What follows belongs to an exercise in optimizing a design on an open flow for small area, a short achievable clock period and few clock cycles; a production flow would make more cautious choices.
The RTL was checked by simulation tests, not by an equivalence proof against the original design.
Power and IR drop assume default switching activity.

// cmac_ctrl
module cmac_ctrl #(
  parameter int unsigned TIMEOUT_CYCLES = 64
) (
  input  logic         CLK,
  input  logic         Rst_n,
  input  logic         start,
  input  logic [127:0] key,
  input  logic         msg_valid,
  output logic         msg_ready,
  input  logic [127:0] msg_data,
  input  logic         msg_last,
  input  logic [4:0]   msg_bytes,
  output logic [127:0] mac,
  output logic         mac_valid,
  output logic         busy,
  output logic         error,
  output logic         aes_ld,
  output logic [127:0] aes_key,
  output logic [127:0] aes_text_in,
  input  logic [127:0] aes_text_out,
  input  logic         aes_done
);
export LEC_CHECK = 0
export CAP_MARGIN = 20
export CORE_MARGIN = 2
export CORE_UTILIZATION = 40
export CTS_CLUSTER_DIAMETER = 60
export CTS_CLUSTER_SIZE = 30
export SETUP_SLACK_MARGIN = 2.3
export SLEW_MARGIN = 20
create_clock -name core_clock -period 4.5 [get_ports {CLK}]
standard.sh (not shown) runs the stock make flow with config.mk's settings and CLKGATE_MAP_FILE= SYNTH_SCRIPT=/design/flow/synth_recipe.tcl, a recipe that flattens the netlist after the stock synthesis.
==> flow/flow/run.sh <==
#!/bin/bash
# Standard ORFS layout, with two changes to what it is given:
#  - the smallest buffer on each port instead of the delay cell that
#    buffer_ports picks by default;
#  - I/O pins may sit on adjacent routing tracks, so a small die still has
#    room for all 784 pins.
set -euo pipefail
export BUFFER_PORTS_ARGS="-buffer_cell sky130_fd_sc_hd__buf_1"
export PLACE_PINS_ARGS="-min_distance 1 -min_distance_in_tracks"
bash standard.sh > standard.log 2>&1
The first run went through all stages and came out clean.
Testbench counts at the start, summed over its fixed seeds: cycles 13,792.
Rerun with:
CORE_UTILIZATION = 55   (was 40)
CTS_CLUSTER_DIAMETER = 100   (was 60)
CTS_CLUSTER_SIZE = 24   (was 30)
What happened: Combinational power drops by 11%. Synthesized area is unchanged. Sequential power is about the same.
Rerun with:
CORE_UTILIZATION = 40   (was 55)
After rerunning: First-iteration DRC count drops by about 36%. Worst setup slack improves by 0.025 ns. Via count drops by about 1.2%. Total power climbs by about 2.4%. Utilization drops by 19 points. Fmax climbs by about 1.1%. Cell area climbs by about 3.3%. Final cell count climbs by about 5%.
Rerun with:
CTS_CLUSTER_DIAMETER = unset   (was 100)
CTS_CLUSTER_SIZE = unset   (was 24)
Outcome:
- hold slack stays flat
- via count went up by about 2.7%
- power went up by about 16%
- area after synthesis does not change


Another version of the RTL of cmac_ctrl (not shown whole).
Size: about 1200 cells after synthesis, about 780 I/O pins, about 0.013 mm² of cells after synthesis.
==> flow/config.mk <==
export PLATFORM = sky130hd
export DESIGN_NAME = cmac_ctrl
export DESIGN_NICKNAME = cmac_ctrl
export VERILOG_FILES = /design/flow/design.v
export SDC_FILE = /design/flow/constraint.sdc
export NUM_CORES = 4
export LEC_CHECK = 0
export CAP_MARGIN = 20
export CORE_MARGIN = 2
export CORE_UTILIZATION = 55
export CTS_CLUSTER_DIAMETER = 100
export CTS_CLUSTER_SIZE = 24
export SETUP_SLACK_MARGIN = 2.45
export SLEW_MARGIN = 20
==> flow/constraint.sdc <==
create_clock -name core_clock -period 4.5 [get_ports {CLK}]
set_input_delay 0.9000 -clock core_clock [delete_from_list [all_inputs] [get_ports {CLK}]]
set_output_delay 0.9000 -clock core_clock [all_outputs]
set_load 0.01 [all_outputs]
Scripts as last shown in full above: flow/flow/run.sh
The starting point completed without violations.
Testbench counts at the start, summed over its fixed seeds: cycles 13,792.
Next try:
- SETUP_SLACK_MARGIN: 2.45 -> 2.3
What happened: The changed run completed with no timing, DRC or antenna violations; synthesized area is unchanged; setup slack loses 0.076 ns; routed wire length falls by 1.5%; via count falls by 1.2%; design area falls by 9.3%; sequential share of layout area rises by 3.7 points; power falls by 5.1%; global-route usage rises by 0.42 points; non-clock buffer count falls by 14; combinational power falls by 19%.


The RTL this note starts from:
==> flow/design.v <==
package cmac_pkg;
  localparam int S_IDLE = 0;   
  localparam int S_W0   = 1;   
  localparam int S_W    = 2;   
  localparam int S_LDB  = 3;   
  localparam int S_OP   = 4;   
  localparam int S_OPP  = 5;   
  localparam int S_OPPL = 6;   
  localparam int S_LDL  = 7;   
  localparam int S_LOP  = 8;   
  localparam int S_LDF  = 9;   
  localparam int S_FOP  = 10;  
  localparam int NST    = 11;
  localparam logic [127:0] RB = 128'h87;
  function automatic logic [127:0] dbl(input logic [127:0] v);
    dbl = {v[126:0], 1'b0} ^ (v[127] ? RB : 128'h0);
  endfunction
endpackage
module cmac_subkey_gen (
  input  logic [127:0] l,
  output logic [127:0] k1,
  output logic [127:0] k2
);
  always_comb begin
    k1 = cmac_pkg::dbl(l);
    k2 = cmac_pkg::dbl(k1);
  end
endmodule
module cmac_ctrl #(
  parameter int unsigned TIMEOUT_CYCLES = 64
) (
  input  logic         CLK,
  input  logic         Rst_n,
  input  logic         start,
  input  logic [127:0] key,
  input  logic         msg_valid,
  output logic         msg_ready,
  input  logic [127:0] msg_data,
  input  logic         msg_last,
  input  logic [4:0]   msg_bytes,
  output logic [127:0] mac,
  output logic         mac_valid,
  output logic         busy,
  output logic         error,
  output logic         aes_ld,
  output logic [127:0] aes_key,
  output logic [127:0] aes_text_in,
  input  logic [127:0] aes_text_out,
  input  logic         aes_done
);
  localparam int unsigned CNT_W = $clog2(TIMEOUT_CYCLES);
  localparam logic [CNT_W-1:0] CNT_LAST = CNT_W'(TIMEOUT_CYCLES - 2);
  logic [cmac_pkg::NST-1:0] st_r, st_d;
  logic [127:0] key_r;
  logic [127:0] acc_r, acc_d;
  logic         full_r;
  logic [CNT_W-1:0] cnt_r;
  logic         ld_r, rdy_r, busy_r, mv_r, err_r;
  logic         ld_d, rdy_d;
  logic [15:0]  txt_r, txt_d;
  function automatic int no_ld(input int i);
    case (i)
      0:       no_ld = cmac_pkg::S_IDLE;
      1:       no_ld = cmac_pkg::S_W0;
      2:       no_ld = cmac_pkg::S_W;
      3:       no_ld = cmac_pkg::S_OP;
      4:       no_ld = cmac_pkg::S_OPP;
      5:       no_ld = cmac_pkg::S_OPPL;
      6:       no_ld = cmac_pkg::S_LOP;
      default: no_ld = cmac_pkg::S_FOP;
    endcase
  endfunction
  logic         tmo_r, tmo_d;
  logic [CNT_W-1:0] cnt_d;
  logic         waiting, timeout, hold, take, start_ok, full, padded;
  logic [127:0] k1, k2;
  logic [15:0]  keep_b, pad_b;
  logic [127:0] msk_m, pad_m;
  logic         acc_t, acc_k1, acc_k2;
  logic         sel_a_r, sel_t_r, sel_k1_r, sel_k2_r;
  logic         sel_a_d, sel_t_d, sel_k1_d, sel_k2_d;
  assign aes_key     = key_r;
  assign aes_ld      = ld_r;
  assign mac         = acc_r;
  assign mac_valid   = mv_r;
  assign busy        = busy_r;
  assign error       = err_r;
  assign msg_ready   = rdy_r;
  cmac_subkey_gen u_subkey (
    .l  (aes_text_out),
    .k1 (k1),
    .k2 (k2)
  );
  always_comb begin
    full   = msg_bytes[4];
    padded = msg_last && !full;
    for (int i = 0; i < 16; i++) begin
      keep_b[i] = !padded || (4'(i) < msg_bytes[3:0]);
      pad_b[i]  = padded && (4'(i) == msg_bytes[3:0]);
      msk_m[127-8*i -: 8] = {8{keep_b[i]}};
      pad_m[127-8*i -: 8] = {pad_b[i], 7'b0};
    end
  end
  always_comb begin
    timeout  = tmo_r && !aes_done;
    hold     = !aes_done && !tmo_r;
    take     = msg_valid && rdy_r;
    start_ok = start && st_r[cmac_pkg::S_IDLE];
    acc_t  = aes_done && sel_t_r;
    acc_k1 = aes_done && sel_k1_r;
    acc_k2 = aes_done && sel_k2_r;
    acc_d  = (acc_r & {128{sel_a_r}}) ^
             ((((msg_data & msk_m) | pad_m) & {128{take}}) |
              (aes_text_out & {128{acc_t}}) |
              (k1 & {128{acc_k1}}) | (k2 & {128{acc_k2}}));
    st_d = '0;
    st_d[cmac_pkg::S_IDLE] = (st_r[cmac_pkg::S_IDLE] && !start) ||
                             (st_r[cmac_pkg::S_FOP] && aes_done) || timeout;
    st_d[cmac_pkg::S_W0]   = start_ok;
    st_d[cmac_pkg::S_W]    = ((st_r[cmac_pkg::S_W0] || st_r[cmac_pkg::S_W]) && !take) ||
                             (st_r[cmac_pkg::S_OP] && aes_done);
    st_d[cmac_pkg::S_LDB]  = ((st_r[cmac_pkg::S_W0] || st_r[cmac_pkg::S_W]) && take && !msg_last) ||
                             (st_r[cmac_pkg::S_OPP] && aes_done);
    st_d[cmac_pkg::S_OP]   = (st_r[cmac_pkg::S_LDB] && !take) || (st_r[cmac_pkg::S_OP] && hold);
    st_d[cmac_pkg::S_OPP]  = (st_r[cmac_pkg::S_LDB] && take && !msg_last) ||
                             (st_r[cmac_pkg::S_OPP] && hold);
    st_d[cmac_pkg::S_OPPL] = (st_r[cmac_pkg::S_LDB] && take && msg_last) ||
                             (st_r[cmac_pkg::S_OPPL] && hold);
    st_d[cmac_pkg::S_LDL]  = ((st_r[cmac_pkg::S_W0] || st_r[cmac_pkg::S_W]) && take && msg_last) ||
                             (st_r[cmac_pkg::S_OPPL] && aes_done);
    st_d[cmac_pkg::S_LOP]  = st_r[cmac_pkg::S_LDL] || (st_r[cmac_pkg::S_LOP] && hold);
    st_d[cmac_pkg::S_LDF]  = st_r[cmac_pkg::S_LOP] && aes_done;
    st_d[cmac_pkg::S_FOP]  = st_r[cmac_pkg::S_LDF] || (st_r[cmac_pkg::S_FOP] && hold);
    sel_a_d  = st_d[cmac_pkg::S_W] || st_d[cmac_pkg::S_OPP] || st_d[cmac_pkg::S_OPPL] ||
               st_d[cmac_pkg::S_LDL] || st_d[cmac_pkg::S_LOP] || st_d[cmac_pkg::S_IDLE];
    sel_t_d  = st_d[cmac_pkg::S_OP] || st_d[cmac_pkg::S_OPP] || st_d[cmac_pkg::S_OPPL] ||
               st_d[cmac_pkg::S_FOP];
    sel_k1_d = st_d[cmac_pkg::S_LOP] && full_r;
    sel_k2_d = st_d[cmac_pkg::S_LOP] && !full_r;
    ld_d  = st_d[cmac_pkg::S_LDB] || st_d[cmac_pkg::S_LDL] || st_d[cmac_pkg::S_LDF];
    for (int g = 0; g < 16; g++) begin
      txt_d[g] = !st_d[cmac_pkg::S_LDL] && !st_d[no_ld(g % 8)];
      if (g >= 8) txt_d[g] = txt_d[g] && !st_d[no_ld((g + 3) % 8)];
    end
    for (int g = 0; g < 16; g++)
      aes_text_in[8*g +: 8] = acc_r[8*g +: 8] & {8{txt_r[g]}};
    cnt_d   = ld_r ? '0 : cnt_r + CNT_W'(1);
    waiting = st_d[cmac_pkg::S_OP] || st_d[cmac_pkg::S_OPP] || st_d[cmac_pkg::S_OPPL] ||
              st_d[cmac_pkg::S_LOP] || st_d[cmac_pkg::S_FOP];
    tmo_d   = waiting && (cnt_d == CNT_LAST);
    rdy_d = st_d[cmac_pkg::S_W0] || st_d[cmac_pkg::S_W] || st_d[cmac_pkg::S_LDB];
  end
  always_ff @(posedge CLK) begin
    acc_r <= acc_d;
    if (start_ok) key_r <= key;
    if (take && msg_last) full_r <= full;
    cnt_r <= cnt_d;
  end
  always_ff @(posedge CLK) begin
    if (!Rst_n) begin
      st_r   <= cmac_pkg::NST'(1) << cmac_pkg::S_IDLE;
      ld_r   <= 1'b0;
      txt_r  <= '0;
      sel_a_r  <= 1'b1;
      sel_t_r  <= 1'b0;
      sel_k1_r <= 1'b0;
      sel_k2_r <= 1'b0;
      rdy_r  <= 1'b0;
      busy_r <= 1'b0;
      mv_r   <= 1'b0;
      err_r  <= 1'b0;
      tmo_r  <= 1'b0;
    end else begin
      st_r   <= st_d;
      ld_r   <= ld_d;
      txt_r  <= txt_d;
      sel_a_r  <= sel_a_d;
      sel_t_r  <= sel_t_d;
      sel_k1_r <= sel_k1_d;
      sel_k2_r <= sel_k2_d;
      rdy_r  <= rdy_d;
      busy_r <= !st_d[cmac_pkg::S_IDLE];
      mv_r   <= st_r[cmac_pkg::S_FOP] && aes_done;
      err_r  <= timeout;
      tmo_r  <= tmo_d;
    end
  end
endmodule
==> flow/config.mk <==
export PLATFORM = sky130hd
export DESIGN_NAME = cmac_ctrl
export DESIGN_NICKNAME = cmac_ctrl
export VERILOG_FILES = /design/flow/design.v
export SDC_FILE = /design/flow/constraint.sdc
export NUM_CORES = 4
export LEC_CHECK = 0
export CAP_MARGIN = 20
export CORE_MARGIN = 2
export CORE_UTILIZATION = 50
export CTS_CLUSTER_DIAMETER = 100
export CTS_CLUSTER_SIZE = 24
export SETUP_SLACK_MARGIN = 2.3
export SLEW_MARGIN = 20
==> flow/constraint.sdc <==
create_clock -name core_clock -period 4.5 [get_ports {CLK}]
set_input_delay 0.9000 -clock core_clock [delete_from_list [all_inputs] [get_ports {CLK}]]
set_output_delay 0.9000 -clock core_clock [all_outputs]
set_load 0.01 [all_outputs]
Scripts as last shown in full above: flow/flow/run.sh
Testbench counts at the start, summed over its fixed seeds: cycles 13,792.
Rerun with:
CORE_UTILIZATION = 55   (was 50)
What happened: Total power barely changes. Synthesized area stays the same. Core utilization is higher by 6.7 points. Hold slack gains 0.014 ns. Die area is lower by 8.9%. Non-clock buffer count is higher by 2. Combinational power hardly moves. Sequential power barely changes.

[re-timing with driven ports]
How much do the figures lean on ideal ports? The routed layouts below were timed once more, with nothing changed but the port constraints. Step 1 (the two cells are an assumption about what drives the block):
set clk [get_ports {CLK}]
set_driving_cell -lib_cell sky130_fd_sc_hd__clkbuf_16 $clk
set_driving_cell -lib_cell sky130_fd_sc_hd__buf_2 [delete_from_list [all_inputs] $clk]
Step 2 also shifts input and output timing later by t, the mid clock arrival at the registers, as if the neighbouring blocks saw the same clock. Three values: no drivers, after step 1, after step 2; two values: the first two.
run | shift t [ns] | setup WS [ns] | hold WS [ns] | worst data-port slew with drivers (ns) | cell pins on the clock port's net
the second run of note 1 | 0.538 | 2.252 / 2.201 / 1.833 | 0.439 / 0.439 / 0.439 | 0.13 | 1
the third run of note 1 | 0.554 | 2.277 / 2.224 / 1.810 | 0.464 / 0.464 / 0.464 | 0.14 | 1
the first run of note 3 | 0.554 | 2.347 / 2.295 / 1.849 | 0.432 / 0.432 / 0.432 | 0.11 | 1
After both steps setup and hold are still met in every run listed. The setup slack of the first run of note 3, which loses most, moves by -0.052 ns with the drivers and by -0.498 ns with both steps.
